This is an optimization exercise on Yosys and OpenROAD, whose aim is small area, not a production implementation.
Function was checked by simulation only, so behaviour that the tests miss may differ from the original.
Power figures rest on the tool's default switching activity, not on a simulated workload. The clock port is modelled as an ideal driver; clocking choices that lean on that would not hold on a real chip.

[design/flow/flow/run.sh]
#!/bin/bash
# Layout flow: the standard ORFS flow (standard.sh) with these changes, none of which
# touches the registers, the constraints or the measurement:
#  - synthesis maps the logic with an area-oriented ABC script (flow/abc_area.script, used
#    through a copy of the ORFS scripts folder); registers are mapped before ABC runs, so
#    they are exactly the standard synthesis's;
#  - the buffers ABC inserted are removed before placement;
#  - after placement's repair_design, flow/downsize.tcl gives each gate and buffer it (or ABC)
#    sized up the smallest drive strength that still meets every slew and capacitance limit
#    with margin (registers and clock cells untouched);
#  - every port still gets a buffer, made from the smallest buffer cell (buf_1);
#  - pins may sit one routing track apart, so a small die holds all 1132 ports;
#  - the clock tree uses clkbuf_16 leaves driving up to 30 registers each, with no dummy loads.
# Each tool's full output goes to ORFS's per-step logs under orfs/logs/ and to the *.log
# files written here.
set -e
rm -rf scripts_abc
cp -r "$FLOW_HOME/scripts" scripts_abc
cp flow/abc_area.script scripts_abc/abc_area.script
export BUFFER_PORTS_ARGS="-buffer_cell sky130_fd_sc_hd__buf_1"
export PLACE_PINS_ARGS="-min_distance 1 -min_distance_in_tracks"
export REMOVE_ABC_BUFFERS=1
export POST_RESIZE_TCL="$(pwd)/flow/downsize.tcl"
export CTS_ARGS="-sink_clustering_enable -repair_clock_nets -dont_use_dummy_load -buf_list sky130_fd_sc_hd__clkbuf_16 -sink_clustering_size 30 -sink_clustering_max_diameter 85"
bash standard.sh ABC_AREA=1 SCRIPTS_DIR="$(pwd)/scripts_abc" synth > standard_synth.log 2>&1
bash standard.sh > standard.log 2>&1
[design/flow/flow/abc_area.script]
strash
dch
amap
topo
[design/flow/flow/downsize.tcl]
# After repair_design: gates and buffers that repair_design (or ABC) sized up may not need
# it once buffers sit on their long nets. Give each the smallest drive strength that keeps
# every slew and capacitance limit met with margin, and setup slack ample, under placement
# parasitics. Registers and clock cells are left alone.
proc ds_state {} {
  estimate_parasitics -placement
  return [list [sta::max_slew_violation_count] [sta::max_capacitance_violation_count] \
            [sta::max_slew_check_slack_limit] [sta::worst_slack -max]]
}
proc ds_ok {now base} {
  return [expr {[lindex $now 0] <= [lindex $base 0] && [lindex $now 1] <= [lindex $base 1] &&
                [lindex $now 2] >= min([lindex $base 2], 0.1) && [lindex $now 3] >= 1.0}]
}
set ds_base [ds_state]
puts "downsize: before (slew viol, cap viol, worst slew slack ratio, setup wns): $ds_base"
foreach inst [get_cells *] {
  set master [get_property $inst ref_name]
  if {![regexp {^(sky130_fd_sc_hd__[a-z0-9]+)_([0-9]+)$} $master -> base size]} { continue }
  if {$size <= 1} { continue }
  if {[regexp {df|dl|clk|conb|tap|fill|decap|diode} $base]} { continue }
  set name [get_full_name $inst]
  foreach s {1 2} {
    if {$s >= $size} { break }
    set small "${base}_$s"
    if {[get_lib_cells -quiet */$small] == ""} { continue }
    replace_cell [get_cells $name] [get_lib_cells */$small]
    if {[ds_ok [ds_state] $ds_base]} {
      puts "downsize: $name $master -> $small"
      break
    }
    replace_cell [get_cells $name] [get_lib_cells */$master]
  }
}
puts "downsize: after [ds_state]"
[design/flow/standard.sh]
#!/bin/bash
# synth_recipe.tcl (not shown) runs the flow's synth.tcl, then flattens the netlist and writes it again
# the make line also repeats each setting of config.mk as NAME=value (left out here)
make -C /OpenROAD-flow-scripts/flow DESIGN_CONFIG=/design/flow/config.mk WORK_HOME=/design/flow/orfs CLKGATE_MAP_FILE= SYNTH_SCRIPT=/design/flow/synth_recipe.tcl "${@:-finish}"
[design/flow/config.mk]
export PLATFORM = sky130hd
export DESIGN_NAME = ram_burst_ctrl
export DESIGN_NICKNAME = ram_burst_ctrl
export VERILOG_FILES = /design/flow/design.v
export SDC_FILE = /design/flow/constraint.sdc
export NUM_CORES = 4
export LEC_CHECK = 0
export CAP_MARGIN = 10
export CORE_AREA = 4 4 181 181
export DIE_AREA = 0 0 185 185
export SLEW_MARGIN = 10
[design/flow/constraint.sdc]
create_clock -name core_clock -period 7.0 [get_ports {clk}]
set_input_delay 1.4000 -clock core_clock [delete_from_list [all_inputs] [get_ports {clk}]]
set_output_delay 1.4000 -clock core_clock [all_outputs]
set_load 0.01 [all_outputs]
[design/flow/design.v]
module ram_burst_ctrl #(
  parameter int DATA_W = 32,
  parameter int ADDR_W = 9,
  parameter int BURST  = 16
) (
  input  logic                       clk,
  input  logic                       rst,
  input  logic                       cmd_valid,
  output logic                       cmd_ready,
  input  logic                       cmd_we,
  input  logic [ADDR_W-1:0]          cmd_addr,
  input  logic [5:0]                 cmd_len,
  input  logic                       wr_valid,
  output logic                       wr_ready,
  input  logic [DATA_W-1:0]          wr_data,
  output logic                       rd_valid,
  input  logic                       rd_ready,
  output logic [DATA_W-1:0]          rd_data,
  output logic                       rd_last,
  output logic                       busy,
  output logic                       done,
  output logic                       err,
  output logic                       ram_we,
  output logic [ADDR_W-1:0]          ram_addr,
  output logic [$clog2(BURST)-1:0]   ram_cnt,
  output logic [DATA_W*BURST-1:0]    ram_wdata,
  input  logic [DATA_W*BURST-1:0]    ram_rdata
);
  localparam logic [2:0] S_IDLE   = 3'd0;
  localparam logic [2:0] S_WFILL  = 3'd2;
  localparam logic [2:0] S_WBURST = 3'd6;
  localparam logic [2:0] S_RISSUE = 3'd1;
  localparam logic [2:0] S_RWAIT  = 3'd3;
  localparam logic [2:0] S_RDRAIN = 3'd5;
  logic [2:0]        r_state;
  logic [ADDR_W:0]   r_addr;    
  logic [5:0]        r_left;    
  logic [3:0]        r_idx;     
  logic              r_ended;   
  logic              r_err;
  logic [DATA_W-1:0] r_wbuf [BURST-1];
  logic [DATA_W-1:0] r_wlast;
  function automatic logic [4:0] f_inc4(input logic [3:0] x, input logic ci);
    logic c;
    c = ci;
    for (int i = 0; i < 4; i++) begin
      f_inc4[i] = x[i] ^ c;
      c = c & x[i];
    end
    f_inc4[4] = c;
  endfunction
  function automatic logic [5:0] f_inc6(input logic [5:0] x, input logic ci);
    logic c;
    c = ci;
    for (int i = 0; i < 6; i++) begin
      f_inc6[i] = x[i] ^ c;
      c = c & x[i];
    end
  endfunction
  function automatic logic [5:0] f_dec6(input logic [5:0] x, input logic bi);
    logic b;
    b = bi;
    for (int i = 0; i < 6; i++) begin
      f_dec6[i] = x[i] ^ b;
      b = b & ~x[i];
    end
  endfunction
  logic w_idle, w_fill, w_drain, w_wburst, w_accept;
  logic w_wr_hs, w_rd_hs, w_hs, w_last, w_wdone, w_idx15, w_chunk_end;
  logic w_cmd_oor, w_cnt_clamp;
  logic [4:0]      w_lo_inc;
  logic [ADDR_W:0] w_addr_inc;
  logic [3:0]      w_cnt;
  assign w_idle      = (r_state == S_IDLE);
  assign w_fill      = (r_state == S_WFILL);
  assign w_drain     = (r_state == S_RDRAIN);
  assign w_wburst    = (r_state == S_WBURST);
  assign w_accept    = w_idle && cmd_valid;
  assign w_wr_hs     = w_fill && wr_valid;
  assign w_rd_hs     = w_drain && rd_ready;
  assign w_hs        = w_wr_hs || w_rd_hs;
  assign w_last      = (r_left == '0);
  assign w_wdone     = r_left[5] && r_left[4];
  assign w_idx15     = (r_idx == 4'd15);
  assign w_chunk_end = w_idx15 || w_last;
  assign w_lo_inc   = f_inc4(r_addr[3:0], w_rd_hs);
  assign w_addr_inc = {f_inc6(r_addr[ADDR_W:4], w_lo_inc[4] | r_ended), w_lo_inc[3:0]};
  always_comb begin
    logic c;
    c = 1'b0;
    for (int i = 0; i < 6; i++) c = (cmd_addr[i] & cmd_len[i]) | (c & cmd_addr[i]) | (c & cmd_len[i]);
    w_cmd_oor = c & (&cmd_addr[8:6]);
  end
  always_ff @(posedge clk) begin
    if (rst) begin
      r_state <= S_IDLE;
      r_ended <= 1'b0;
      r_err   <= 1'b0;
    end else begin
      r_ended <= w_wburst || (w_rd_hs && w_last);
      case (r_state)
        S_IDLE: begin
          if (cmd_valid) begin
            r_err   <= w_cmd_oor;
            r_state <= cmd_we ? S_WFILL : S_RISSUE;
          end
        end
        S_WFILL:  if (wr_valid && w_chunk_end) r_state <= S_WBURST;
        S_WBURST: begin
          r_state <= w_wdone ? S_IDLE : S_WFILL;
        end
        S_RISSUE: r_state <= S_RWAIT;
        S_RWAIT:  r_state <= S_RDRAIN;
        S_RDRAIN: begin
          if (rd_ready) begin
            if (w_last) begin
              r_state <= S_IDLE;
            end else if (w_idx15) begin
              r_state <= S_RISSUE;
            end
          end
        end
        default: r_state <= S_IDLE;
      endcase
    end
  end
  always_ff @(posedge clk) begin
    r_addr <= w_accept ? {1'b0, cmd_addr} : w_addr_inc;
    r_left <= w_accept ? cmd_len : f_dec6(r_left, w_hs);
    r_idx  <= w_accept ? 4'd0 : f_inc4(r_idx, w_hs);
  end
  generate
    for (genvar gi = 0; gi < BURST - 1; gi++) begin : g_word
      always_ff @(posedge clk)
        if (w_wr_hs && (r_idx == gi)) r_wbuf[gi] <= wr_data;
      assign ram_wdata[gi*DATA_W +: DATA_W] = r_wbuf[gi];
    end
  endgenerate
  always_ff @(posedge clk) r_wlast <= wr_data;
  assign ram_wdata[(BURST-1)*DATA_W +: DATA_W] = r_wlast;
  assign w_cnt = {r_idx[3] ^ ~(r_idx[2] | r_idx[1] | r_idx[0]), r_idx[2] ^ ~(r_idx[1] | r_idx[0]),
                  ~(r_idx[1] ^ r_idx[0]), ~r_idx[0]};
  always_comb begin
    logic c;
    c = 1'b0;
    for (int i = 0; i < 4; i++) c = (r_addr[i] & w_cnt[i]) | (c & (r_addr[i] | w_cnt[i]));
    w_cnt_clamp = c & (&r_addr[ADDR_W-1:4]) & w_wburst;
  end
  assign cmd_ready = w_idle;
  assign busy      = !w_idle;
  assign wr_ready  = w_fill;
  assign rd_valid  = w_drain;
  assign rd_data   = r_addr[ADDR_W] ? '0 : ram_rdata[DATA_W-1:0];
  assign rd_last   = w_last;
  assign done      = w_idle && r_ended;
  assign err       = r_err;
  assign ram_we    = w_wburst && !r_addr[ADDR_W];
  assign ram_addr  = w_addr_inc[ADDR_W-1:0];
  assign ram_cnt   = w_cnt_clamp ? ~r_addr[3:0] : (w_cnt & {4{w_wburst}});
endmodule
==> results of run 1 <==
-- cells in the mapped netlist, drive strengths merged --
master	count
edfxtp	480
dfxtp	57
nor2b	36
nor2	30
clkinv	24
ha	21
nand2	21
o21ai	11
buf	9
a22o	8
nand3	7
a21oi	5
nor3	5
a211oi	4
o32ai	4
a2111oi	2
a221oi	2
a31oi	2
nor4	2
o22ai	2
or2	2
a21o	1
a222oi	1
o21bai	1
o221ai	1
-- per-layer routing --
layer	routed length (um)	vias up	track usage (%)
li1	-	4165	-
met3	9530	187	19.4
met1	20600	5101	41.1
met2	27000	850	52.5
met4	5510	2	22.0
met5	40	-	1.43
-- sequential cells by signal, indices dropped and copies added (netlist names) --
| name | flops |
|---|---|
| r_left | 6 |
| r_addr | 10 |
| r_ended | 1 |
| r_wbuf | 480 |
| r_state | 3 |
| r_idx | 4 |
| r_wlast | 32 |
| r_err | 1 |
-- cells in the final DEF, fill, tap and decap left out, types with 5 or more instances in the layout --
cell	instances
nor2b_1	36
edfxtp_1	480
o21ai_0	11
dfxtp_1	57
buf_2	16
a22o_1	8
nand3_1	7
clkinv_1	24
nand2_1	21
buf_1	649
a21oi_1	5
ha_1	21
nor2_1	27
clkbuf_16	21
nor3_1	5
-- layout make-up --
cell class | instances | area, sq um
repair buffers | 665 | 2520
well taps | 396 | 495
inverters | 24 | 90.1
diodes | 3 | 7.51
fillers | 2219 | 10500
flip-flops and latches | 537 | 15600
multi-input cells | 168 | 1080
clock buffers | 21 | 526
-- worst max-delay path, delay by kind of cell (launching register included) --
kind	cells	cell delay (ps)
flops	1	470
compound gates	4	1590
fa+ha+maj	1	350
simple gates	1	210
buf+inv	3	680
-- power breakdown --
| group | switching (mW) | internal (mW) |
|---|---|---|
| clock | 0.871 | 0.544 |
| sequential | 0.0560 | 3.60 |
| combinational | 0.397 | 0.154 |
| total | 1.32 | 4.29 |
-- cells by family after synthesis --
kind of cell	Yosys count	share of synthesized area, %
and+or+nand+nor	103	2.99
buffers and inverters	33	0.939
DFF	537	92.7
adders and majority gates	21	1.57
AOI/OAI and AO/OA	44	1.84
-- final timing paths --
| check | start | end | slack [ps] | cells past startpoint |
|---|---|---|---|---|
| setup reg to reg | r_state[1] | r_wbuf[9][23] | 3550 | 5 |
| setup / recovery | r_idx[0] | ram_cnt[1] | 1760 | 9 |
| hold reg to reg | r_err | r_err | 520 | 2 |
| hold / removal | r_err | r_err | 520 | 2 |
==> results.cfg, run 1 <==
[setup_path]
slowest_delay_ps = 830
crit_path_top_delay_cell = a2111oi_1
crit_path_end_kind = output port
cp.required_ps = 5600
critPathKind = reg -> out
critPathArrivalTime_ps = 3840
critPathLaunchType = flip-flop
cp_cell_sequence = clkinv_1 -> ha_1 -> or2_0 -> a222oi_1 -> o22ai_1 -> a2111oi_1 -> clkinv_1 -> o32ai_1 -> buf_1
cpMostUsedCell = clkinv_1
crit_fanout = 6

[power]
finalPower_mw = 5.62
power_density_mw_per_mm2 = 277
peakVddDrop_v = 0.000282
cellLeakagePower_nw = 6.42

[outcome]
run_status = complete, no violations

[floorplan]
row_count = 64
die_x_um = 185
initial_utilization_pct = 54.6
die_area_sq_mm = 0.0342
die_h_um = 185
pin_count = 1130
core_area_sq_mm = 0.0307

[job]
maxCapViolCount = 0

[synthesis]
yosysWarnings = 2
synth_cell_types = 25
yosys-top-cells-area = edfxtp_1, dfxtp_1, ha_1
yosysTopAreaCellShare_pct = 85.9
synth.yosys.seq_area_share_pct = 92.7
avgSynthCellArea_sq_um = 22.7
ys_ff_latch = 537
synth_top_area_cell = edfxtp_1
synth_cells = 738
synth_area_sq_mm = 0.0168

[sta]
worstMarginPinSlew_ps = 1120
slew_viol_final = 0
tns_ps = 0
post-route-period-util_pct = 74.9
relSlewSlack_pct = 25.2
max_freq_mhz = 191
grt_setup_unrepaired = false
min_period_ps = 5240
setup_slack_ps = 1760
hold_ws_ps = 524
hold_violations = 0
fin_skew_ps = 18.5
setup_viol = 0

[clock_network]
ctsLongestPathBuffers = 3
cts_hold_buf = 0
post_cts_buffers = 0
clkTransAtPathRegs_ps = 110
cts_tree = done
clockRootBuffer = clkbuf_16
ctsResizeCount = 0
clock-sinks = 537
ctsHtreeMaxLevel = 1
cts_made_buffers = 21
insertion_delay_ps = 560

[layout]
final_core_util_pct = 65.9
drive_above_1_share_pct = 2.83
synthToLayoutAreaGrowth_pct = 20.8
final_cell_area_sq_mm = 0.0203
final_nets = 2003
instances_no_fill = 1814

[route]
num_vias = 10300
vias_per_cell = 5.68
wl_per_cell_um = 34.6
drc = 0
drtIter0Drc = 1131
ant_nets = 0
drtPass1Iterations = 7
finalWirelength_um = 62700

[global_routing]
grt_usage_pct = 35.7
grt_first_pass_wirelength_um = 82600
antenna_found_initial = 2
grt_max_degree = 36
grt_pass1_vias = 9808
gr-total-overflow = 0

[place]
pre_cts_ws_ps = 1810
place_congestion = 0.985
place_area_sq_mm = 0.0197
portBuffers = 649
dp_cells = 1790
dp_hpwl_um = 46100

[min_path]
min_path_type = reg -> reg
==> run 2, diff against run 1 <==
--- a/design/flow/flow/run.sh
+++ b/design/flow/flow/run.sh
@@ -23,4 +23,4 @@
 export POST_RESIZE_TCL="$(pwd)/flow/downsize.tcl"
 export CTS_ARGS="-sink_clustering_enable -repair_clock_nets -dont_use_dummy_load -buf_list sky130_fd_sc_hd__clkbuf_16 -sink_clustering_size 30 -sink_clustering_max_diameter 85"
-bash standard.sh ABC_AREA=1 SCRIPTS_DIR="$(pwd)/scripts_abc" synth > standard_synth.log 2>&1
+bash standard.sh ABC_AREA=1 SCRIPTS_DIR="$(pwd)/scripts_abc" ADDER_MAP_FILE= synth > standard_synth.log 2>&1
 bash standard.sh > standard.log 2>&1
==> results.cfg, run 2 <==
[layout]
final_cell_area_sq_mm = 0.0202
antennaDiodeCount = 0
reg_top3 = r_wbuf (480), r_wlast (32), r_addr (10)
layout_common_cells = buf_1, edfxtp_1, dfxtp_1
final_common_cell = buf_1
final_core_util_pct = 65.7
seq_area_sq_mm = 0.0156
largest-register = r_wbuf
fill_cells = 2223
synthToLayoutAreaGrowth_pct = 20.8
largest_reg_flops = 480
drive_above_1_share_pct = 2.76
multi_input_area_sq_um = 977
final_nets = 2014

[clock_network]
clkTransAtPathRegs_ps = 110
cts_hold_buf = 0
ctsLongestPathBuffers = 3
clock-sinks = 537
clockRootBuffer = clkbuf_16
ctsResizeCount = 0
insertion_delay_ps = 550
ctsHtreeMaxLevel = 1
cts_made_buffers = 21
post_cts_buffers = 0
cts_tree = done

[global_routing]
grtUsageMet1_pct = 39.0
grt_max_degree = 36
gr-usage-met3_pct = 17.9
met2_usage_pct = 52.8
grt_first_pass_wirelength_um = 81500
grt_usage_pct = 35.2
grt_pass1_vias = 9885
busiest_layer = met2
antenna_found_initial = 2
gr-total-overflow = 0

[setup_path]
slowest_delay_ps = 250
critPathKind = in -> out
critPathArrivalTime_ps = 3640
crit_path_top_delay_cell = nor2_1
rr_worst_depth = 5
cp_cell_sequence = buf_1 -> clkinv_1 -> nor2_1 -> nand2_1 -> clkinv_1 -> nand2_1 -> nor2_1 -> clkinv_1 -> o21ai_0 -> nand2_1 -> clkinv_1 -> nand2_1 -> nor2_1 -> nand2_1 -> clkinv_1 -> nand2_1 -> o21ai_0 -> clkinv_1 -> buf_1
crit_path_end_kind = output port
critPathLaunchType = input pin
crit_fanout = 4
cp.required_ps = 5600

[place]
portBuffers = 649
dp_hpwl_um = 47400
place_congestion = 1.19
pre_cts_ws_ps = 2020
place_area_sq_mm = 0.0197

[synthesis]
synthArstFlopShare_pct = 0
synth-edff-count = 480
synth.yosys.seq_area_share_pct = 93.0
synth_common_cells = edfxtp_1, dfxtp_1, nor2_1, clkinv_1, nor2b_1
yosysMostFrequentCell = edfxtp_1
synth_cell_types = 25
synthFlopType = edfxtp_1
synth_area_sq_mm = 0.0167
yosysWarnings = 2
yosys-top-cells-area = edfxtp_1, dfxtp_1, nor2b_1
avgSynthCellArea_sq_um = 21.7
synth_cells = 770
synth_top_area_cell = edfxtp_1
ys_ff_latch = 537
yosysTopAreaCellShare_pct = 86.2

[sta]
slew_viol_final = 0
hold_violations = 0
setup_slack_ps = 1960
tns_ps = 0
post-route-period-util_pct = 72.0
min_period_ps = 5040
worstMarginPinSlew_ps = 1250
setup_viol = 0
max_freq_mhz = 198
grt_setup_unrepaired = false
relSlewSlack_pct = 16.9
fin_skew_ps = 19.6

[route]
vias_per_cell = 5.69
drc = 0
drtIter0Drc = 1319
finalWirelength_um = 62300
drtPass1Iterations = 5
num_vias = 10500
ant_nets = 0
wl_per_cell_um = 33.8

[floorplan]
pin_count = 1130
die_area_sq_mm = 0.0342
core_area_sq_mm = 0.0307
die_x_um = 185
die_h_um = 185
initial_utilization_pct = 54.4
row_count = 64

[outcome]
run_status = complete, no violations

[power]
peakVddDrop_v = 0.000189
power_density_mw_per_mm2 = 278
cellLeakagePower_nw = 6.28

[job]
maxCapViolCount = 0

[min_path]
hold_depth = 2
min_path_type = reg -> reg
-- run 2: final cells by class --
type	instances	share of cell area [%]
clock buffers	21	2.60
inverters	37	0.687
multi-input cells	187	4.84
flip-flops and latches	537	77.0
well taps	396	2.45
repair buffers	665	12.5
-- run 2: worst max-delay path, delay by kind of cell --
kind / cells / cell delay (ps)
simple gates: 9 / 1110
compound gates: 2 / 350
buf+inv: 8 / 780
-- run 2: per-stage QoR --
stage	hold slack (ps)	power [mW]	instances
after global placement	465	4.26	1821
after floorplan	482	4.00	761
after CTS	507	5.62	1842
after global routing	533	5.81	1843
final	513	5.62	1843
after detailed placement	480	4.26	1821
-- run 2: final timing paths --
check | start | to | slack, ps
setup / recovery | rd_ready | ram_addr[8] | 1960
hold / removal | r_err | r_err | 510
setup reg to reg | r_state[1] | r_wbuf[11][31] | 2910
hold reg to reg | r_err | r_err | 510
-- run 2: where the power goes --
| part | leakage [nW] | internal, mW | switching (mW) |
|---|---|---|---|
| sequential | 4.79 | 3.60 | 0.0617 |
| combinational | 1.23 | 0.142 | 0.404 |
| clock | 0.259 | 0.544 | 0.865 |
-- run 2: cells by family (layout without fill, tap and decap cells) --
| group | Yosys count | count (layout) | synth area share (%) |
|---|---|---|---|
| buf+inv | 46 | 723 | 1.23 |
| compound gates | 59 | 59 | 2.25 |
| simple gates | 128 | 128 | 3.52 |
| flops | 537 | 537 | 93.0 |
-- run 2: routing by layer --
| metal | vias to the layer above | wire length (um) |
|---|---|---|
| li1 | 4246 | - |
| met1 | 5123 | 19500 |
| met2 | 915 | 27100 |
| met3 | 191 | 9580 |
| met4 | 4 | 6010 |
| met5 | - | 34 |
==> run 3, diff against run 2 <==
--- a/design/flow/flow/run.sh
+++ b/design/flow/flow/run.sh
@@ -22,5 +22,5 @@
 export REMOVE_ABC_BUFFERS=1
 export POST_RESIZE_TCL="$(pwd)/flow/downsize.tcl"
-export CTS_ARGS="-sink_clustering_enable -repair_clock_nets -dont_use_dummy_load -buf_list sky130_fd_sc_hd__clkbuf_16 -sink_clustering_size 30 -sink_clustering_max_diameter 85"
+export CTS_ARGS="-sink_clustering_enable -repair_clock_nets -dont_use_dummy_load -buf_list sky130_fd_sc_hd__clkbuf_16 -sink_clustering_size 30 -sink_clustering_max_diameter 75"
 bash standard.sh ABC_AREA=1 SCRIPTS_DIR="$(pwd)/scripts_abc" ADDER_MAP_FILE= synth > standard_synth.log 2>&1
 bash standard.sh > standard.log 2>&1
==> results.cfg, run 3 <==
[outcome]
run_status = complete, no violations

[sta]
max_freq_mhz = 198
fin_skew_ps = 86.5
post-route-period-util_pct = 72.0
min_period_ps = 5040
setup_slack_ps = 1960
slew_viol_final = 0
tns_ps = 0
relSlewSlack_pct = 16.1
worstMarginPinSlew_ps = 1260
hold_violations = 0
grt_setup_unrepaired = false
setup_viol = 0
hold_ws_ps = 515

[global_routing]
gr-total-overflow = 0
antenna_found_initial = 2
grt_usage_pct = 35.3
grt_first_pass_wirelength_um = 81900
grt_pass1_vias = 9891
grt_max_degree = 36

[clock_network]
post_cts_buffers = 0
ctsLongestPathBuffers = 3
clock-sinks = 537
cts_hold_buf = 0
clockRootBuffer = clkbuf_16
ctsHtreeMaxLevel = 1
cts_tree = done
clkTransAtPathRegs_ps = 110
insertion_delay_ps = 580
cts_made_buffers = 23
ctsResizeCount = 0

[setup_path]
slowest_delay_ps = 250
crit_fanout = 4
crit_buf_inv = 8
critPathArrivalTime_ps = 3640
cp_cell_sequence = buf_1 -> clkinv_1 -> nor2_1 -> nand2_1 -> clkinv_1 -> nand2_1 -> nor2_1 -> clkinv_1 -> o21ai_0 -> nand2_1 -> clkinv_1 -> nand2_1 -> nor2_1 -> nand2_1 -> clkinv_1 -> nand2_1 -> o21ai_0 -> clkinv_1 -> buf_1
critical_path.top_delay_family = simple AND/OR/NAND/NOR gates
crit_path_end_kind = output port
critPathLaunchType = input pin
crit_path_top_delay_cell = nor2_1
cp.required_ps = 5600
critPathKind = in -> out

[layout]
final_core_util_pct = 65.9
layout_common_cells = buf_1, edfxtp_1, dfxtp_1
final_cell_area_sq_mm = 0.0203
instances_no_fill = 1845
final_nets = 2016
drive_above_1_share_pct = 2.90
reg_top3 = r_wbuf (480), r_wlast (32), r_addr (10)
final_common_cell = buf_1
fill_cells = 2214
largest-register = r_wbuf
seq_area_sq_mm = 0.0156
antennaDiodeCount = 0
synthToLayoutAreaGrowth_pct = 21.1
largest_reg_flops = 480
multi_input_area_sq_um = 977

[job]
maxCapViolCount = 0

[route]
finalWirelength_um = 62500
drtIter0Drc = 1172
drc = 0
drtPass1Iterations = 5
vias_per_cell = 5.72
wl_per_cell_um = 33.9
ant_nets = 0
num_vias = 10600

[synthesis]
yosysTopAreaCellShare_pct = 86.2
yosys-top-cells-area = edfxtp_1, dfxtp_1, nor2b_1
synth.yosys.seq_area_share_pct = 93.0
synth_area_sq_mm = 0.0167
synthFlopType = edfxtp_1
synth-edff-count = 480
avgSynthCellArea_sq_um = 21.7
synth_common_cells = edfxtp_1, dfxtp_1, nor2_1, clkinv_1, nor2b_1
synth_cells = 770
yosysMostFrequentCell = edfxtp_1
ys_ff_latch = 537
yosysWarnings = 2
synthArstFlopShare_pct = 0
synth_top_area_cell = edfxtp_1
synth_cell_types = 25

[floorplan]
initial_utilization_pct = 54.4
die_x_um = 185
die_area_sq_mm = 0.0342
row_count = 64
core_area_sq_mm = 0.0307
die_h_um = 185
pin_count = 1130

[power]
peakVddDrop_v = 0.000207
power_density_mw_per_mm2 = 280
cellLeakagePower_nw = 6.30
finalPower_mw = 5.68

[place]
dp_cells = 1821
place_area_sq_mm = 0.0197
portBuffers = 649
place_congestion = 1.19
pre_cts_ws_ps = 2020
dp_hpwl_um = 47400

[min_path]
min_path_type = reg -> reg
run 3: changes by cell type in the layout (fill, tap and decap cells not counted), sizes merged:
cell	before	now
clkbuf	21	23
run 3: cells by family (layout without fill, tap and decap cells):
logic type	count (synthesis)	after routing	synth area share (%)
DFF	537	537	93.0
AOI/OAI and AO/OA	59	59	2.25
and+or+nand+nor	128	128	3.52
buffers and inverters	46	725	1.23
run 3: worst paths after layout:
check,startpoint,end,slack [ps],cells past startpoint
min reg2reg,r_err,r_err,520,2
max,rd_ready,ram_addr[8],1960,19
max reg2reg,r_state[1],r_wbuf[11][19],2820,5
min,r_err,r_err,520,2
run 3: per-layer routing:
layer  wire length (um)  vias to the layer above  global-route usage [%]
met5                 34                        -                       0
met4               6170                        4                    26.2
met3               9590                      191                    18.5
met2              27100                      924                    52.4
met1              19600                     5182                    38.8
li1                   -                     4252                       -
run 3: worst register-to-register path: stages, from the launching register on:
cell      delay [ps]
dfxtp_1          390
clkinv_1         150
nor3_1           910
nand4_1          370
nor2_2           980
buf_1            980
run 3: final cells by class:
cell class | instances | share of cell area [%]
Clock buffer | 23 | 2.84
Inverter | 37 | 0.686
Multi-Input combinational cell | 187 | 4.82
Sequential cell | 537 | 76.8
Tap cell | 396 | 2.45
Timing Repair Buffer | 665 | 12.4
run 3: power by group:
part	switching (mW)	total, mW	internal [mW]	leakage (nW)
sequential	0.0628	3.66	3.60	4.79
combinational	0.404	0.546	0.142	1.23
clock	0.883	1.47	0.591	0.283
==> run 4, diff against run 3 <==
--- a/design/flow/flow/run.sh
+++ b/design/flow/flow/run.sh
@@ -2,7 +2,8 @@
 # Layout flow: the standard ORFS flow (standard.sh) with these changes, none of which
 # touches the registers, the constraints or the measurement:
-#  - synthesis maps the logic with an area-oriented ABC script (flow/abc_area.script, used
-#    through a copy of the ORFS scripts folder); registers are mapped before ABC runs, so
-#    they are exactly the standard synthesis's;
+#  - synthesis maps all the logic, adders included, with an area-oriented ABC script
+#    (flow/abc_area.script, used through a copy of the ORFS scripts folder) instead of
+#    extracting half adders first; registers are mapped before ABC runs, so they are exactly
+#    the standard synthesis's;
 #  - the buffers ABC inserted are removed before placement;
 #  - after placement's repair_design, flow/downsize.tcl gives each gate and buffer it (or ABC)
@@ -22,5 +23,5 @@
 export REMOVE_ABC_BUFFERS=1
 export POST_RESIZE_TCL="$(pwd)/flow/downsize.tcl"
-export CTS_ARGS="-sink_clustering_enable -repair_clock_nets -dont_use_dummy_load -buf_list sky130_fd_sc_hd__clkbuf_16 -sink_clustering_size 30 -sink_clustering_max_diameter 75"
+export CTS_ARGS="-sink_clustering_enable -repair_clock_nets -dont_use_dummy_load -buf_list {sky130_fd_sc_hd__clkbuf_8 sky130_fd_sc_hd__clkbuf_16} -sink_clustering_size 30 -sink_clustering_max_diameter 85"
 bash standard.sh ABC_AREA=1 SCRIPTS_DIR="$(pwd)/scripts_abc" ADDER_MAP_FILE= synth > standard_synth.log 2>&1
 bash standard.sh > standard.log 2>&1
==> results.cfg, run 4 <==
[setup_path]
critical_path.top_delay_family = simple AND/OR/NAND/NOR gates
critPathArrivalTime_ps = 3640
crit_path_top_delay_cell = nor2_1
crit_path_end_kind = output port
crit_fanout = 4
critPathLaunchType = input pin
cp.required_ps = 5600
crit_buf_inv = 8
critPathKind = in -> out
cp_cell_sequence = buf_1 -> clkinv_1 -> nor2_1 -> nand2_1 -> clkinv_1 -> nand2_1 -> nor2_1 -> clkinv_1 -> o21ai_0 -> nand2_1 -> clkinv_1 -> nand2_1 -> nor2_1 -> nand2_1 -> clkinv_1 -> nand2_1 -> o21ai_0 -> clkinv_1 -> buf_1
slowest_delay_ps = 250

[clock_network]
clkTransAtPathRegs_ps = 110
ctsLongestPathBuffers = 3
post_cts_buffers = 0
cts_made_buffers = 21
cts_tree = done
ctsHtreeMaxLevel = 1
clock-sinks = 537
insertion_delay_ps = 550
cts_hold_buf = 0
ctsResizeCount = 0
clockRootBuffer = clkbuf_16

[sta]
slew_viol_final = 0
min_period_ps = 5040
worstMarginPinSlew_ps = 1250
hold_violations = 0
relSlewSlack_pct = 16.9
tns_ps = 0
max_freq_mhz = 198
setup_viol = 0
post-route-period-util_pct = 72.0
hold_ws_ps = 513
fin_skew_ps = 19.6
grt_setup_unrepaired = false

[floorplan]
pin_count = 1130
core_area_sq_mm = 0.0307
row_count = 64
initial_utilization_pct = 54.4
die_x_um = 185
die_area_sq_mm = 0.0342
die_h_um = 185

[place]
portBuffers = 649
dp_hpwl_um = 47400
place_congestion = 1.19
place_area_sq_mm = 0.0197

[layout]
synthToLayoutAreaGrowth_pct = 20.8
antennaDiodeCount = 0
drive_above_1_share_pct = 2.76
largest-register = r_wbuf
reg_top3 = r_wbuf (480), r_wlast (32), r_addr (10)
layout_common_cells = buf_1, edfxtp_1, dfxtp_1
final_cell_area_sq_mm = 0.0202
final_nets = 2014
final_core_util_pct = 65.7
final_common_cell = buf_1
largest_reg_flops = 480

[synthesis]
synth_common_cells = edfxtp_1, dfxtp_1, nor2_1, clkinv_1, nor2b_1
synthFlopType = edfxtp_1
yosysWarnings = 2
ys_ff_latch = 537
synth-edff-count = 480
avgSynthCellArea_sq_um = 21.7
synth_cells = 770
synthArstFlopShare_pct = 0
synth_cell_types = 25
yosysMostFrequentCell = edfxtp_1
synth_area_sq_mm = 0.0167
synth.yosys.seq_area_share_pct = 93.0
yosys-top-cells-area = edfxtp_1, dfxtp_1, nor2b_1
synth_top_area_cell = edfxtp_1
yosysTopAreaCellShare_pct = 86.2

[power]
finalPower_mw = 5.62
peakVddDrop_v = 0.000189
cellLeakagePower_nw = 6.28
power_density_mw_per_mm2 = 278

[route]
vias_per_cell = 5.69
finalWirelength_um = 62300
ant_nets = 0
drtPass1Iterations = 5
drc = 0
num_vias = 10500
drtIter0Drc = 1319
wl_per_cell_um = 33.8

[global_routing]
grt_max_degree = 36
grt_usage_pct = 35.2
grt_first_pass_wirelength_um = 81500
antenna_found_initial = 2
gr-total-overflow = 0
grt_pass1_vias = 9885

[min_path]
min_path_type = reg -> reg

[outcome]
run_status = complete, no violations

[job]
maxCapViolCount = 0
## run 4: cell types whose count changed in the layout (fill, tap and decap cells not counted), sizes merged
cell,delta
clkbuf,-2
## run 4: layout make-up
type | instances | area (sq um)
clock buffers | 21 | 526
fillers | 2223 | 10500
inverters | 37 | 139
multi-input cells | 187 | 977
flip-flops and latches | 537 | 15600
well taps | 396 | 495
repair buffers | 665 | 2520
## run 4: metal layers
| metal | up-vias | global-route usage, % | share of wire, % |
|---|---|---|---|
| met1 | 5123 | 39.0 | 31 |
| li1 | 4246 | - | - |
| met4 | 4 | 25.1 | 9.6 |
| met5 | - | 0 | 0.055 |
| met3 | 191 | 17.9 | 15 |
| met2 | 915 | 52.8 | 44 |
## run 4: cell families (layout without fill, tap and decap cells)
group / count (synthesis) / after routing / synth area share (%)
AOI/OAI and AO/OA: 59 / 59 / 2.25
DFF: 537 / 537 / 93.0
and+or+nand+nor: 128 / 128 / 3.52
buffers and inverters: 46 / 723 / 1.23
## run 4: worst register-to-register path, cell delays in order (launching register included)
cell and delay (ps):
dfxtp_1 380, clkinv_1 160, nor3_1 880, nand4_1 360
nor2_2 940, buf_1 980
## run 4: worst paths after layout
check / startpoint / depth (start not counted) / slack, ps / to
max: rd_ready / 19 / 1960 / ram_addr[8]
min: r_err / 2 / 510 / r_err
max reg2reg: r_state[1] / 5 / 2910 / r_wbuf[11][31]
min reg2reg: r_err / 2 / 510 / r_err
## run 4: power by group
group / leakage, nW / switching (mW) / total, mW / internal [mW]
registers: 4.79 / 0.0617 / 3.66 / 3.60
clock network: 0.259 / 0.865 / 1.41 / 0.544
logic: 1.23 / 0.404 / 0.546 / 0.142
total: 6.28 / 1.33 / 5.62 / 4.29
## run 4: per-stage QoR
stage / setup slack (ps) / std cells
after floorplan: 2570 / 761
after global placement: 2060 / 1821
after detailed placement: 2020 / 1821
after CTS: 2010 / 1842
after global routing: 1620 / 1843
final: 1960 / 1843
==> run 5, diff against run 4 <==
--- a/design/flow/flow/run.sh
+++ b/design/flow/flow/run.sh
@@ -23,5 +23,5 @@
 export REMOVE_ABC_BUFFERS=1
 export POST_RESIZE_TCL="$(pwd)/flow/downsize.tcl"
-export CTS_ARGS="-sink_clustering_enable -repair_clock_nets -dont_use_dummy_load -buf_list {sky130_fd_sc_hd__clkbuf_8 sky130_fd_sc_hd__clkbuf_16} -sink_clustering_size 30 -sink_clustering_max_diameter 85"
+export CTS_ARGS="-sink_clustering_enable -repair_clock_nets -dont_use_dummy_load -buf_list sky130_fd_sc_hd__clkbuf_16 -sink_clustering_size 30 -sink_clustering_max_diameter 85"
 bash standard.sh ABC_AREA=1 SCRIPTS_DIR="$(pwd)/scripts_abc" ADDER_MAP_FILE= synth > standard_synth.log 2>&1
 bash standard.sh > standard.log 2>&1
==> results.cfg, run 5 <==
[floorplan]
row_count = 64
core_area_sq_mm = 0.0307
die_h_um = 185
die_x_um = 185
pin_count = 1130
die_area_sq_mm = 0.0342
initial_utilization_pct = 54.4

[layout]
reg_top3 = r_wbuf (480), r_wlast (32), r_addr (10)
drive_above_1_share_pct = 2.76
largest_reg_flops = 480
synthToLayoutAreaGrowth_pct = 20.8
antennaDiodeCount = 0
final_nets = 2014
instances_no_fill = 1843
layout_common_cells = buf_1, edfxtp_1, dfxtp_1
final_core_util_pct = 65.7
largest-register = r_wbuf
final_common_cell = buf_1

[setup_path]
critPathArrivalTime_ps = 3640
rr_worst_depth = 5
crit_path_end_kind = output port
slowest_delay_ps = 250
critPathKind = in -> out
r2r-start = r_state[1]
crit_path_top_delay_cell = nor2_1
critPathLaunchType = input pin
r2r_end = r_wbuf[11][31]
ff2ff_setup_slack_ps = 2910
cp_cell_sequence = buf_1 -> clkinv_1 -> nor2_1 -> nand2_1 -> clkinv_1 -> nand2_1 -> nor2_1 -> clkinv_1 -> o21ai_0 -> nand2_1 -> clkinv_1 -> nand2_1 -> nor2_1 -> nand2_1 -> clkinv_1 -> nand2_1 -> o21ai_0 -> clkinv_1 -> buf_1
cp.required_ps = 5600
crit_fanout = 4

[sta]
tns_ps = 0
relSlewSlack_pct = 16.9
fin_skew_ps = 19.6
slew_viol_final = 0
min_period_ps = 5040
grt_setup_unrepaired = false
worstMarginPinSlew_ps = 1250
max_freq_mhz = 198
post-route-period-util_pct = 72.0
hold_violations = 0
setup_viol = 0

[synthesis]
synthArstFlopShare_pct = 0
synthAdderAreaFrac_pct = 0
muxShareOfSynthArea_pct = 0
yosys-top-cells-area = edfxtp_1, dfxtp_1, nor2b_1
avgSynthCellArea_sq_um = 21.7
yosysWarnings = 2
synth_top_area_cell = edfxtp_1
synth_common_cells = edfxtp_1, dfxtp_1, nor2_1, clkinv_1, nor2b_1
ys_ff_latch = 537
yosysTopAreaCellShare_pct = 86.2
synth_compound_area_share_pct = 2.25
synth_area_sq_mm = 0.0167
synth-xor-area-share_pct = 0
synth_simple_gate_area_share_pct = 3.52
yosysMostFrequentCell = edfxtp_1
synth-edff-count = 480
synth.yosys.seq_area_share_pct = 93.0
synth_top_family_by_area = simple AND/OR/NAND/NOR gates
synthFlopType = edfxtp_1
synth_cells = 770
synth_cell_types = 25

[route]
wl_per_cell_um = 33.8
drc = 0
ant_nets = 0
finalWirelength_um = 62300
num_vias = 10500
vias_per_cell = 5.69
drtIter0Drc = 1319
drtPass1Iterations = 5

[clock_network]
post_cts_buffers = 0
clock-sinks = 537
cts_made_buffers = 21
clockRootBuffer = clkbuf_16
cts_tree = done
ctsLongestPathBuffers = 3
ctsResizeCount = 0
cts_hold_buf = 0
insertion_delay_ps = 550
ctsHtreeMaxLevel = 1
clkTransAtPathRegs_ps = 110

[global_routing]
grt_max_degree = 36
antenna_found_initial = 2
grt_usage_pct = 35.2
grt_pass1_vias = 9885
grt_first_pass_wirelength_um = 81500
gr-total-overflow = 0

[place]
dp_hpwl_um = 47400
dp_cells = 1821
portBuffers = 649
place_congestion = 1.19

[min_path]
min_path_type = reg -> reg
worstHoldStart = r_err
hold_depth = 2
hold-path-endpoint = r_err

[power]
peakVddDrop_v = 0.000189
cellLeakagePower_nw = 6.28
finalPower_mw = 5.62
power_density_mw_per_mm2 = 278

[job]
maxCapViolCount = 0

[outcome]
run_status = complete, no violations
run 5: worst max path at each step:
| stage | from | endpoint | depth (start not counted) |
|---|---|---|---|
| 2_1_floorplan | rd_ready | ram_addr[8] | 17 |
| 3_3_place_gp | rd_ready | ram_addr[8] | 19 |
| 3_5_place_dp | rd_ready | ram_addr[8] | 19 |
| 4_1_cts | rd_ready | ram_addr[8] | 19 |
| 5_1_grt | rd_ready | ram_addr[8] | 19 |
| 6_report | rd_ready | ram_addr[8] | 19 |
run 5: cell families after synthesis:
kind of cell | count (synthesis)
buf+inv | 46
compound gates | 59
simple gates | 128
flops | 537
run 5: power by group:
part	total, mW	leakage (nW)	switching [mW]	internal [mW]
clock	1.41	0.259	0.865	0.544
combinational	0.546	1.23	0.404	0.142
sequential	3.66	4.79	0.0617	3.60
total	5.62	6.28	1.33	4.29
run 5: final cells by class:
class / count / area [sq um]
timing repair buffer: 665 / 2520
clock buffer: 21 / 526
inverter: 37 / 139
fill: 2223 / 10500
multi-input combinational: 187 / 977
sequential: 537 / 15600
tap: 396 / 495
run 5: per-layer routing:
layer  up-vias  part of all wire, %  wire length (um)  GRT usage (%)
met5         -                0.055                34              0
met3       191                   15              9580           17.9
li1       4246                    -                 -              -
met4         4                  9.6              6010           25.1
met1      5123                   31             19500           39.0
met2       915                   44             27100           52.8
run 5: through the flow:
stage / worst slack (ps) / cell area (sq um) / hold slack [ps]
after floorplan: 2570 / 16700 / 482
after global placement: 2060 / 19800 / 465
after detailed placement: 2020 / 19700 / 480
after CTS: 2010 / 20200 / 507
after global routing: 1620 / 20200 / 533
final: 1960 / 20200 / 513
run 5: worst max-delay path: cells and delay by family:
family / cells / cell delay [ps]
simple gates: 9 / 1110
buf+inv: 8 / 780
compound gates: 2 / 350
==> run 6, diff against run 5 <==
--- a/design/flow/flow/run.sh
+++ b/design/flow/flow/run.sh
@@ -23,5 +23,5 @@
 export REMOVE_ABC_BUFFERS=1
 export POST_RESIZE_TCL="$(pwd)/flow/downsize.tcl"
-export CTS_ARGS="-sink_clustering_enable -repair_clock_nets -dont_use_dummy_load -buf_list sky130_fd_sc_hd__clkbuf_16 -sink_clustering_size 30 -sink_clustering_max_diameter 85"
+export CTS_ARGS="-sink_clustering_enable -repair_clock_nets -dont_use_dummy_load -buf_list sky130_fd_sc_hd__clkbuf_16 -tree_buf sky130_fd_sc_hd__clkbuf_8 -root_buf sky130_fd_sc_hd__clkbuf_8 -sink_clustering_size 30 -sink_clustering_max_diameter 85"
 bash standard.sh ABC_AREA=1 SCRIPTS_DIR="$(pwd)/scripts_abc" ADDER_MAP_FILE= synth > standard_synth.log 2>&1
 bash standard.sh > standard.log 2>&1
==> results.cfg, run 6 <==
[layout]
instances_no_fill = 1843
antennaDiodeCount = 0
drive_above_1_share_pct = 2.76
final_core_util_pct = 65.6
final_nets = 2014
largest-register = r_wbuf
final_common_cell = buf_1
reg_top3 = r_wbuf (480), r_wlast (32), r_addr (10)
synthToLayoutAreaGrowth_pct = 20.6
layout_common_cells = buf_1, edfxtp_1, dfxtp_1
largest_reg_flops = 480

[global_routing]
grt_max_degree = 36
met2_usage_pct = 52.8
busiest_layer = met2
grt_usage_pct = 35.2
gr-usage-met3_pct = 17.9
grtUsageMet1_pct = 39.0
antenna_found_initial = 2
grt_pass1_vias = 9883
grt_first_pass_wirelength_um = 81500
gr-total-overflow = 0

[setup_path]
crit_cells = 10
critPathLaunchType = flip-flop
crit_path_end_kind = output port
critPathArrivalTime_ps = 3660
crit_path_start = r_idx[0]
crit_fanout = 5
critPathKind = reg -> out
rr_worst_depth = 5
cp.required_ps = 5600
slowest_delay_ps = 910
r2r_end = r_wbuf[11][31]
critical_path.top_delay_family = compound AO/OA/AOI/OAI gates
endpoint = ram_cnt[2]
r2r-start = r_state[1]
ff2ff_setup_slack_ps = 2830
crit_buf_inv = 3
cp_cell_sequence = nor2_1 -> clkinv_1 -> nor2_1 -> a21oi_1 -> a211oi_1 -> nor3_1 -> a2111oi_0 -> clkinv_1 -> o32ai_1 -> buf_1
crit_path_top_delay_cell = a2111oi_0

[place]
dp_hpwl_um = 47400
place_congestion = 1.19
dp_cells = 1821
portBuffers = 649

[synthesis]
synthAdderAreaFrac_pct = 0
synth_area_sq_mm = 0.0167
synth-edff-count = 480
synth_top_area_cell = edfxtp_1
yosysMostFrequentCell = edfxtp_1
synth_top_family_by_area = simple AND/OR/NAND/NOR gates
synthFlopType = edfxtp_1
synth_cells = 770
synth.yosys.seq_area_share_pct = 93.0
synthArstFlopShare_pct = 0
yosysTopAreaCellShare_pct = 86.2
avgSynthCellArea_sq_um = 21.7
synth_compound_area_share_pct = 2.25
synth-xor-area-share_pct = 0
synth_simple_gate_area_share_pct = 3.52
synth_cell_types = 25
synth_common_cells = edfxtp_1, dfxtp_1, nor2_1, clkinv_1, nor2b_1
yosys-top-cells-area = edfxtp_1, dfxtp_1, nor2b_1
ys_ff_latch = 537
muxShareOfSynthArea_pct = 0
yosysWarnings = 2

[sta]
slew_viol_final = 0
post-route-period-util_pct = 72.3
fin_skew_ps = 19.3
grt_setup_unrepaired = false
worstMarginPinSlew_ps = 1260
hold_ws_ps = 516
min_period_ps = 5060
relSlewSlack_pct = 16.3
max_freq_mhz = 198
tns_ps = 0
hold_violations = 0
setup_viol = 0

[route]
wl_per_cell_um = 33.8
drtPass1Iterations = 5
vias_per_cell = 5.70
finalWirelength_um = 62400
drtIter0Drc = 1202
num_vias = 10500
drc = 0
ant_nets = 0

[power]
power_switching_mw = 1.33
p_int_mw = 4.24
finalPower_mw = 5.57
seqPwrFrac_pct = 65.8
cellLeakagePower_nw = 6.26
sw_frac_of_total_pct = 23.8
power_frac_comb_pct = 9.8
clkPwrFrac_pct = 24.4
power_density_mw_per_mm2 = 276
peakVddDrop_v = 0.000188

[floorplan]
core_area_sq_mm = 0.0307
initial_utilization_pct = 54.4
die_h_um = 185
die_x_um = 185
row_count = 64
pin_count = 1130
die_area_sq_mm = 0.0342

[min_path]
min_path_type = reg -> reg

[clock_network]
cts_hold_buf = 0
clockRootBuffer = clkbuf_8
cts_made_buffers = 21
cts_tree = done
post_cts_buffers = 0
ctsResizeCount = 0
clkTransAtPathRegs_ps = 110
clock-sinks = 537
insertion_delay_ps = 620
ctsHtreeMaxLevel = 1
ctsLongestPathBuffers = 3

[outcome]
run_status = complete, no violations

[job]
maxCapViolCount = 0
run 6: cell counts after synthesis:
Identical to the previous run, type by type.
run 6: metal layers:
layer	vias up	part of all wire, %
met2	880	43
met4	4	9.8
met5	-	0.055
met1	5184	32
met3	198	15
li1	4247	-
run 6: metrics by stage:
step | setup slack [ps] | area [sq um]
6_report | 1940 | 20200
5_1_grt | 1610 | 20200
4_1_cts | 2010 | 20200
3_5_place_dp | 2020 | 19700
3_3_place_gp | 2060 | 19800
2_1_floorplan | 2570 | 16700
run 6: power by group through the flow:
stage               sequential (mW)  clock, mW  combinational, mW
floorplan                      3.75          0              0.254
global placement               3.73          0              0.533
detailed placement             3.73          0              0.533
CTS                            3.66       1.38              0.535
global route                   3.67       1.50              0.591
finish                         3.66       1.36              0.545
run 6: worst min path at each step:
stage | startpoint | end | slack (ps) | cells after the start
after floorplan | r_idx[1] | r_idx[1] | 480 | 1
after global placement | r_err | r_err | 460 | 2
after detailed placement | r_err | r_err | 480 | 2
after CTS | r_err | r_err | 510 | 2
after global routing | r_err | r_err | 530 | 2
final | r_err | r_err | 520 | 2
run 6: worst register-to-register path, delay by kind of cell (launching register included):
| family | cells | cell delay, ps |
|---|---|---|
| AND/OR/NAND/NOR | 3 | 2240 |
| buffers and inverters | 2 | 1140 |
| flip-flops | 1 | 390 |
run 6: cells by family after synthesis:
family          after synthesis
flops                       537
buf+inv                      46
compound gates               59
simple gates                128
run 6: cell type report:
class / instances / area, sq um
well taps: 396 / 495
multi-input cells: 187 / 977
repair buffers: 665 / 2520
clock buffers: 21 / 492
inverters: 37 / 139
fillers: 2226 / 10600
flip-flops and latches: 537 / 15600
==> run 7, diff against run 6 <==
--- a/design/flow/flow/run.sh
+++ b/design/flow/flow/run.sh
@@ -12,5 +12,6 @@
 #  - every port still gets a buffer, made from the smallest buffer cell (buf_1);
 #  - pins may sit one routing track apart, so a small die holds all 1132 ports;
-#  - the clock tree uses clkbuf_16 leaves driving up to 30 registers each, with no dummy loads.
+#  - the clock tree uses clkbuf_16 leaves driving up to 30 registers each, clkbuf_8 above
+#    them, and no dummy loads.
 # Each tool's full output goes to ORFS's per-step logs under orfs/logs/ and to the *.log
 # files written here.
==> results.cfg, run 7 <==
[route]
vias_per_cell = 5.70
num_vias = 10500
drtIter0Drc = 1202
drtPass1Iterations = 5
wl_per_cell_um = 33.8
ant_nets = 0
finalWirelength_um = 62400
drc = 0

[synthesis]
synth_top_area_cell = edfxtp_1
synth-edff-count = 480
yosys-top-cells-area = edfxtp_1, dfxtp_1, nor2b_1
ys_ff_latch = 537
synth_common_cells = edfxtp_1, dfxtp_1, nor2_1, clkinv_1, nor2b_1
synth_cell_types = 25
synthFlopType = edfxtp_1
synthArstFlopShare_pct = 0
yosysTopAreaCellShare_pct = 86.2
yosysMostFrequentCell = edfxtp_1
synth_area_sq_mm = 0.0167
synth.yosys.seq_area_share_pct = 93.0
synth_cells = 770
avgSynthCellArea_sq_um = 21.7
yosysWarnings = 2

[outcome]
run_status = complete, no violations

[setup_path]
cp_cell_sequence = nor2_1 -> clkinv_1 -> nor2_1 -> a21oi_1 -> a211oi_1 -> nor3_1 -> a2111oi_0 -> clkinv_1 -> o32ai_1 -> buf_1
slowest_delay_ps = 910
critPathKind = reg -> out
crit_fanout = 5
critPathArrivalTime_ps = 3660
critPathLaunchType = flip-flop
critical_path.top_delay_family = compound AO/OA/AOI/OAI gates
crit_path_end_kind = output port
cp.required_ps = 5600
crit_path_top_delay_cell = a2111oi_0
crit_buf_inv = 3

[clock_network]
cts_made_buffers = 21
clkTransAtPathRegs_ps = 110
ctsLongestPathBuffers = 3
ctsResizeCount = 0
clock-sinks = 537
clockRootBuffer = clkbuf_8
ctsHtreeMaxLevel = 1
post_cts_buffers = 0
cts_hold_buf = 0
cts_tree = done
insertion_delay_ps = 620

[layout]
layout_common_cells = buf_1, edfxtp_1, dfxtp_1
reg_top3 = r_wbuf (480), r_wlast (32), r_addr (10)
synthToLayoutAreaGrowth_pct = 20.6
drive_above_1_share_pct = 2.76
largest-register = r_wbuf
fill_cells = 2226
final_common_cell = buf_1
largest_reg_flops = 480
multi_input_area_sq_um = 977
antennaDiodeCount = 0
seq_area_sq_mm = 0.0156
final_nets = 2014

[floorplan]
die_h_um = 185
die_x_um = 185
row_count = 64
core_area_sq_mm = 0.0307
pin_count = 1130
die_area_sq_mm = 0.0342
initial_utilization_pct = 54.4

[sta]
slew_viol_final = 0
max_freq_mhz = 198
post-route-period-util_pct = 72.3
relSlewSlack_pct = 16.3
hold_violations = 0
setup_viol = 0
fin_skew_ps = 19.3
grt_setup_unrepaired = false
min_period_ps = 5060
setup_slack_ps = 1940
tns_ps = 0
worstMarginPinSlew_ps = 1260

[global_routing]
grt_pass1_vias = 9883
antenna_found_initial = 2
grt_max_degree = 36
grt_first_pass_wirelength_um = 81500
grt_usage_pct = 35.2
gr-total-overflow = 0

[power]
power_density_mw_per_mm2 = 276
peakVddDrop_v = 0.000188
cellLeakagePower_nw = 6.26

[place]
dp_hpwl_um = 47400
portBuffers = 649
place_congestion = 1.19
pre_cts_ws_ps = 2020

[min_path]
min_path_type = reg -> reg

[job]
maxCapViolCount = 0
[run 7: cell counts in the layout (fill, tap and decap cells not counted)]
No cell type changed its count.
[run 7: path summary, 6_finish.rpt]
path / startpoint / to / slack, ps / cells after the start
hold reg to reg: r_err / r_err / 520 / 2
setup reg to reg: r_state[1] / r_wbuf[11][31] / 2830 / 5
hold / removal: r_err / r_err / 520 / 2
setup / recovery: r_idx[0] / ram_cnt[2] / 1940 / 10
[run 7: tightest hold or removal path, cell delays in order (launching register included)]
cell	delay, ps
dfxtp_1	350
a32oi_1	50
nor2_1	80
[run 7: power by group]
part / total, mW / internal, mW / switching (mW) / leakage (nW)
combinational: 0.545 / 0.142 / 0.403 / 1.23
clock: 1.36 / 0.500 / 0.860 / 0.243
sequential: 3.66 / 3.60 / 0.0620 / 4.79
[run 7: stage by stage]
step           hold WS [ps]  util, %  power, mW  instance area (sq um)  cells
2_1_floorplan           482        -       4.00                  16700    761
3_3_place_gp            465     64.4       4.26                  19800   1821
3_5_place_dp            480     64.0       4.26                  19700   1821
4_1_cts                 507     65.6       5.57                  20200   1842
5_1_grt                 533     65.6       5.76                  20200   1843
6_report                516     65.6       5.57                  20200   1843
[run 7: cell type report]
type                       instances  area share (%)
tap                              396            2.46
multi-input combinational        187            4.84
timing repair buffer             665            12.5
sequential                       537            77.1
inverter                          37           0.688
clock buffer                      21            2.44
[run 7: logic make-up after synthesis]
kind of cell | share of synthesized area [%]
AO/OA/AOI/OAI | 2.25
buffers and inverters | 1.23
flip-flops | 93.0
AND/OR/NAND/NOR | 3.52
[run 7: per-layer routing]
| layer | vias to the layer above | global-route usage [%] | part of all wire, % |
|---|---|---|---|
| met4 | 4 | 25.1 | 9.8 |
| li1 | 4247 | - | - |
| met2 | 880 | 52.8 | 43 |
| met3 | 198 | 17.9 | 15 |
| met1 | 5184 | 39.0 | 32 |
| met5 | - | 0 | 0.055 |
==> run 8, diff against run 7 <==
--- a/design/flow/flow/run.sh
+++ b/design/flow/flow/run.sh
@@ -24,5 +24,5 @@
 export REMOVE_ABC_BUFFERS=1
 export POST_RESIZE_TCL="$(pwd)/flow/downsize.tcl"
-export CTS_ARGS="-sink_clustering_enable -repair_clock_nets -dont_use_dummy_load -buf_list sky130_fd_sc_hd__clkbuf_16 -tree_buf sky130_fd_sc_hd__clkbuf_8 -root_buf sky130_fd_sc_hd__clkbuf_8 -sink_clustering_size 30 -sink_clustering_max_diameter 85"
+export CTS_ARGS="-sink_clustering_enable -repair_clock_nets -dont_use_dummy_load -buf_list sky130_fd_sc_hd__clkbuf_16 -tree_buf sky130_fd_sc_hd__clkbuf_4 -root_buf sky130_fd_sc_hd__clkbuf_4 -sink_clustering_size 30 -sink_clustering_max_diameter 85"
 bash standard.sh ABC_AREA=1 SCRIPTS_DIR="$(pwd)/scripts_abc" ADDER_MAP_FILE= synth > standard_synth.log 2>&1
 bash standard.sh > standard.log 2>&1
==> results.cfg, run 8 <==
[sta]
hold_ws_ps = 514
worstMarginPinSlew_ps = 1240
slew_viol_final = 0
max_freq_mhz = 192
hold_violations = 0
tns_ps = 0
relSlewSlack_pct = 17.1
grt_setup_unrepaired = false
min_period_ps = 5210
setup_viol = 0
post-route-period-util_pct = 74.5
fin_skew_ps = 19.4

[synthesis]
synth_common_cells = edfxtp_1, dfxtp_1, nor2_1, clkinv_1, nor2b_1
synth.yosys.seq_area_share_pct = 93.0
yosysTopAreaCellShare_pct = 86.2
yosysMostFrequentCell = edfxtp_1
synth_cells = 770
synth_area_sq_mm = 0.0167
ys_ff_latch = 537
synth_top_area_cell = edfxtp_1
avgSynthCellArea_sq_um = 21.7
yosys-top-cells-area = edfxtp_1, dfxtp_1, nor2b_1
synth-edff-count = 480
synthFlopType = edfxtp_1
yosysWarnings = 2
synthArstFlopShare_pct = 0
synth_cell_types = 25

[place]
place_congestion = 1.19
dp_cells = 1821
portBuffers = 649
dp_hpwl_um = 47400
place_area_sq_mm = 0.0197

[layout]
layout_common_cells = buf_1, edfxtp_1, dfxtp_1
instances_no_fill = 1844
fill_cells = 2228
largest-register = r_wbuf
final_cell_area_sq_mm = 0.0202
drive_above_1_share_pct = 2.76
final_nets = 2014
reg_top3 = r_wbuf (480), r_wlast (32), r_addr (10)
largest_reg_flops = 480
final_common_cell = buf_1
synthToLayoutAreaGrowth_pct = 20.5

[clock_network]
cts_hold_buf = 0
cts_tree = done
clockRootBuffer = clkbuf_4
ctsResizeCount = 0
clock-sinks = 537
post_cts_buffers = 0
clkTransAtPathRegs_ps = 120
ctsLongestPathBuffers = 3
cts_made_buffers = 21
insertion_delay_ps = 790
ctsHtreeMaxLevel = 1

[setup_path]
critPathKind = reg -> out
crit_path_top_delay_cell = a2111oi_0
ff2ff_setup_slack_ps = 2810
critPathLaunchType = flip-flop
cp_cell_sequence = nor2_1 -> clkinv_1 -> nor2_1 -> a21oi_1 -> a211oi_1 -> nor3_1 -> a2111oi_0 -> clkinv_1 -> o32ai_1 -> buf_1
critPathArrivalTime_ps = 3810
crit_buf_inv = 3
slowest_delay_ps = 910
cp.required_ps = 5600
critical_path.top_delay_family = compound AO/OA/AOI/OAI gates
crit_fanout = 7
crit_path_end_kind = output port

[power]
power_density_mw_per_mm2 = 275
peakVddDrop_v = 0.000184
cellLeakagePower_nw = 6.26

[outcome]
run_status = complete, no violations

[route]
drtIter0Drc = 1243
ant_nets = 0
vias_per_cell = 5.67
drc = 0
finalWirelength_um = 62300
drtPass1Iterations = 5
wl_per_cell_um = 33.8
num_vias = 10500

[global_routing]
grt_usage_pct = 35.2
grt_first_pass_wirelength_um = 81500
antenna_found_initial = 3
grt_pass1_vias = 9887
gr-total-overflow = 0
grt_max_degree = 36

[min_path]
min_path_type = reg -> reg

[floorplan]
initial_utilization_pct = 54.4
die_h_um = 185
row_count = 64
core_area_sq_mm = 0.0307
die_area_sq_mm = 0.0342
pin_count = 1130
die_x_um = 185

[job]
maxCapViolCount = 0
run 8: cell counts after synthesis:
Identical to the previous run, type by type.
run 8: path summary, 6_finish.rpt:
kind | from | to | cells past startpoint
worst min-delay path | r_err | r_err | 2
worst min register to register | r_err | r_err | 2
worst max register to register | r_state[1] | r_wbuf[11][28] | 5
worst max-delay path | r_idx[1] | ram_cnt[2] | 10
run 8: metrics by stage:
step / util, % / power, mW / setup slack (ps)
after floorplan: - / 4.00 / 2570
after global placement: 64.4 / 4.26 / 2060
after detailed placement: 64.0 / 4.26 / 2020
after CTS: 65.5 / 5.54 / 1830
after global routing: 65.6 / 5.74 / 1430
final: 65.6 / 5.54 / 1790
run 8: logic make-up after synthesis:
logic type	synth area share, %
DFF	93.0
buffers and inverters	1.23
and+or+nand+nor	3.52
AOI/OAI and AO/OA	2.25
run 8: layout make-up:
class	instances	area (sq um)	area share [%]
clock buffer	21	473	2.35
antenna	1	2.50	0.0124
sequential	537	15600	77.2
timing repair buffer	665	2520	12.5
inverter	37	139	0.689
multi-input combinational	187	977	4.85
tap	396	495	2.46
run 8: where the power goes:
part           leakage [nW]  internal, mW  switching [mW]  total (mW)
registers              4.79          3.60          0.0621        3.66
logic                  1.23         0.142           0.403       0.545
clock network         0.236         0.475           0.858        1.33
total                  6.26          4.22            1.32        5.54
run 8: routing by layer:
layer  GRT usage, %  up-vias  wire length (um)
li1               -     4249                 -
met1           39.0     5112             19800
met2           52.8      889             27100
met3           17.9      207              9350
met4           25.0        4              6070
met5              0        -                21
run 8: worst min-delay path, delay by kind of cell (launching register included):
family	cells	cell delay, ps
flip-flops	1	350
AND/OR/NAND/NOR	1	80
AO/OA/AOI/OAI	1	50
==> run 9, diff against run 8 <==
--- a/design/flow/flow/run.sh
+++ b/design/flow/flow/run.sh
@@ -12,5 +12,5 @@
 #  - every port still gets a buffer, made from the smallest buffer cell (buf_1);
 #  - pins may sit one routing track apart, so a small die holds all 1132 ports;
-#  - the clock tree uses clkbuf_16 leaves driving up to 30 registers each, clkbuf_8 above
+#  - the clock tree uses clkbuf_16 leaves driving up to 30 registers each, clkbuf_4 above
 #    them, and no dummy loads.
 # Each tool's full output goes to ORFS's per-step logs under orfs/logs/ and to the *.log
==> results.cfg, run 9 <==
[outcome]
run_status = complete, no violations

[layout]
layout_common_cells = buf_1, edfxtp_1, dfxtp_1
largest-register = r_wbuf
drive_above_1_share_pct = 2.76
synthToLayoutAreaGrowth_pct = 20.5
final_cell_area_sq_mm = 0.0202
reg_top3 = r_wbuf (480), r_wlast (32), r_addr (10)
instances_no_fill = 1844
final_nets = 2014
final_common_cell = buf_1
final_core_util_pct = 65.6
largest_reg_flops = 480

[route]
drc = 0
drtIter0Drc = 1243
finalWirelength_um = 62300
wl_per_cell_um = 33.8
num_vias = 10500
drtPass1Iterations = 5
ant_nets = 0
vias_per_cell = 5.67

[synthesis]
synthAdderAreaFrac_pct = 0
synth_cells = 770
yosysWarnings = 2
synthFlopType = edfxtp_1
synthArstFlopShare_pct = 0
yosys-top-cells-area = edfxtp_1, dfxtp_1, nor2b_1
synth-xor-area-share_pct = 0
synth-edff-count = 480
synth_top_area_cell = edfxtp_1
synth.yosys.seq_area_share_pct = 93.0
synth_area_sq_mm = 0.0167
yosysTopAreaCellShare_pct = 86.2
synth_top_family_by_area = simple AND/OR/NAND/NOR gates
synth_compound_area_share_pct = 2.25
muxShareOfSynthArea_pct = 0
yosysMostFrequentCell = edfxtp_1
ys_ff_latch = 537
synth_cell_types = 25
synth_simple_gate_area_share_pct = 3.52
synth_common_cells = edfxtp_1, dfxtp_1, nor2_1, clkinv_1, nor2b_1
avgSynthCellArea_sq_um = 21.7

[sta]
max_freq_mhz = 192
min_period_ps = 5210
post-route-period-util_pct = 74.5
setup_viol = 0
hold_ws_ps = 514
relSlewSlack_pct = 17.1
slew_viol_final = 0
hold_violations = 0
setup_slack_ps = 1790
grt_setup_unrepaired = false
tns_ps = 0
worstMarginPinSlew_ps = 1240
fin_skew_ps = 19.4

[place]
portBuffers = 649
pre_cts_ws_ps = 2020
place_congestion = 1.19
place_area_sq_mm = 0.0197
dp_cells = 1821
dp_hpwl_um = 47400

[power]
cellLeakagePower_nw = 6.26
power_density_mw_per_mm2 = 275
finalPower_mw = 5.54
peakVddDrop_v = 0.000184

[clock_network]
ctsLongestPathBuffers = 3
clock-sinks = 537
cts_made_buffers = 21
cts_hold_buf = 0
insertion_delay_ps = 790
ctsHtreeMaxLevel = 1
clockRootBuffer = clkbuf_4
post_cts_buffers = 0
cts_tree = done
ctsResizeCount = 0
clkTransAtPathRegs_ps = 120

[floorplan]
pin_count = 1130
die_h_um = 185
row_count = 64
die_x_um = 185
die_area_sq_mm = 0.0342
initial_utilization_pct = 54.4
core_area_sq_mm = 0.0307

[setup_path]
critPathLaunchType = flip-flop
cp_cell_sequence = nor2_1 -> clkinv_1 -> nor2_1 -> a21oi_1 -> a211oi_1 -> nor3_1 -> a2111oi_0 -> clkinv_1 -> o32ai_1 -> buf_1
crit_path_top_delay_cell = a2111oi_0
critical_path.top_delay_family = compound AO/OA/AOI/OAI gates
critPathKind = reg -> out
critPathArrivalTime_ps = 3810
crit_path_end_kind = output port
cp.required_ps = 5600
crit_buf_inv = 3
crit_fanout = 7
slowest_delay_ps = 910

[job]
maxCapViolCount = 0

[global_routing]
grt_usage_pct = 35.2
grt_pass1_vias = 9887
busiest_layer = met2
gr-usage-met3_pct = 17.9
grt_max_degree = 36
grt_first_pass_wirelength_um = 81500
antenna_found_initial = 3
grtUsageMet1_pct = 39.0
met2_usage_pct = 52.8
gr-total-overflow = 0

[min_path]
min_path_type = reg -> reg
-- run 9: power breakdown --
part	internal, mW	leakage, nW	switching (mW)
clock	0.475	0.236	0.858
sequential	3.60	4.79	0.0621
combinational	0.142	1.23	0.403
-- run 9: worst register-to-register path, stage by stage (launching register included) --
cell and delay (ps):
dfxtp_1 390, clkinv_1 160, nor3_1 930, nand4_1 370
nor2_2 970, buf_1 970
-- run 9: per-layer routing --
metal,wire (um),vias up,part of all wire (%)
li1,-,4249,-
met3,9350,207,15
met5,21,-,0.034
met1,19800,5112,32
met4,6070,4,9.7
met2,27100,889,43
-- run 9: logic make-up (layout without fill, tap and decap cells) --
logic type             count (synthesis)  count (layout)
AND/OR/NAND/NOR                      128             128
AO/OA/AOI/OAI                         59              59
flip-flops                           537             537
other                                  0               1
buffers and inverters                 46             723
-- run 9: worst paths after layout --
check	from	to	slack, ps	cells past startpoint
worst max-delay path	r_idx[1]	ram_cnt[2]	1790	10
worst min-delay path	r_err	r_err	510	2
worst max register to register	r_state[1]	r_wbuf[11][28]	2810	5
worst min register to register	r_err	r_err	510	2
-- run 9: final cells by class --
cell class,count,area [sq um]
Antenna cell,1,2.50
Clock buffer,21,473
Fill cell,2228,10600
Inverter,37,139
Multi-Input combinational cell,187,977
Sequential cell,537,15600
Tap cell,396,495
Timing Repair Buffer,665,2520

## separate check: timing with driven ports
No port has a modelled driver above. Below, the same layouts with a new extraction and two added sets of constraints.
Step 1: set_driving_cell puts a clkbuf_16 on clk and a buf_2 on each other input, an assumption about the parent block.
Step 2 times the ports against the registers' clock, not the clock port: input delays grow and output delays shrink by t, the midpoint of the rising clock arrivals with the driver on.
Three values: no drivers, after step 1, after step 2; two values: the first two.
run	shift t [ns]	setup WS [ns]	hold slack, ns	clock arrival spread, ns	slew at the worst register clock pin (ns)
run 1	0.603	1.757 / 1.705 / 1.717	0.524 / 0.524 / 0.524	0.020 / 0.019	0.11 / 0.11
run 2	0.591	1.959 / 1.892 / 1.892	0.513 / 0.513 / 0.513	0.022 / 0.022	0.12 / 0.12
run 3	0.587	1.958 / 1.896 / 1.896	0.515 / 0.515 / 0.515	0.090 / 0.090	0.12 / 0.12
run 4	0.591	1.959 / 1.892 / 1.892	0.513 / 0.513 / 0.513	0.022 / 0.022	0.12 / 0.12
run 5	0.591	1.959 / 1.892 / 1.892	0.513 / 0.513 / 0.513	0.022 / 0.022	0.12 / 0.12
run 6	0.663	1.940 / 1.893 / 1.904	0.516 / 0.516 / 0.516	0.021 / 0.020	0.12 / 0.12
run 7	0.663	1.940 / 1.893 / 1.904	0.516 / 0.516 / 0.516	0.021 / 0.020	0.12 / 0.12
run 8	0.823	1.786 / 1.739 / 1.922	0.514 / 0.514 / 0.514	0.021 / 0.021	0.12 / 0.12
run 9	0.823	1.786 / 1.739 / 1.922	0.514 / 0.514 / 0.514	0.021 / 0.021	0.12 / 0.12
After both steps every run listed still meets setup and hold.
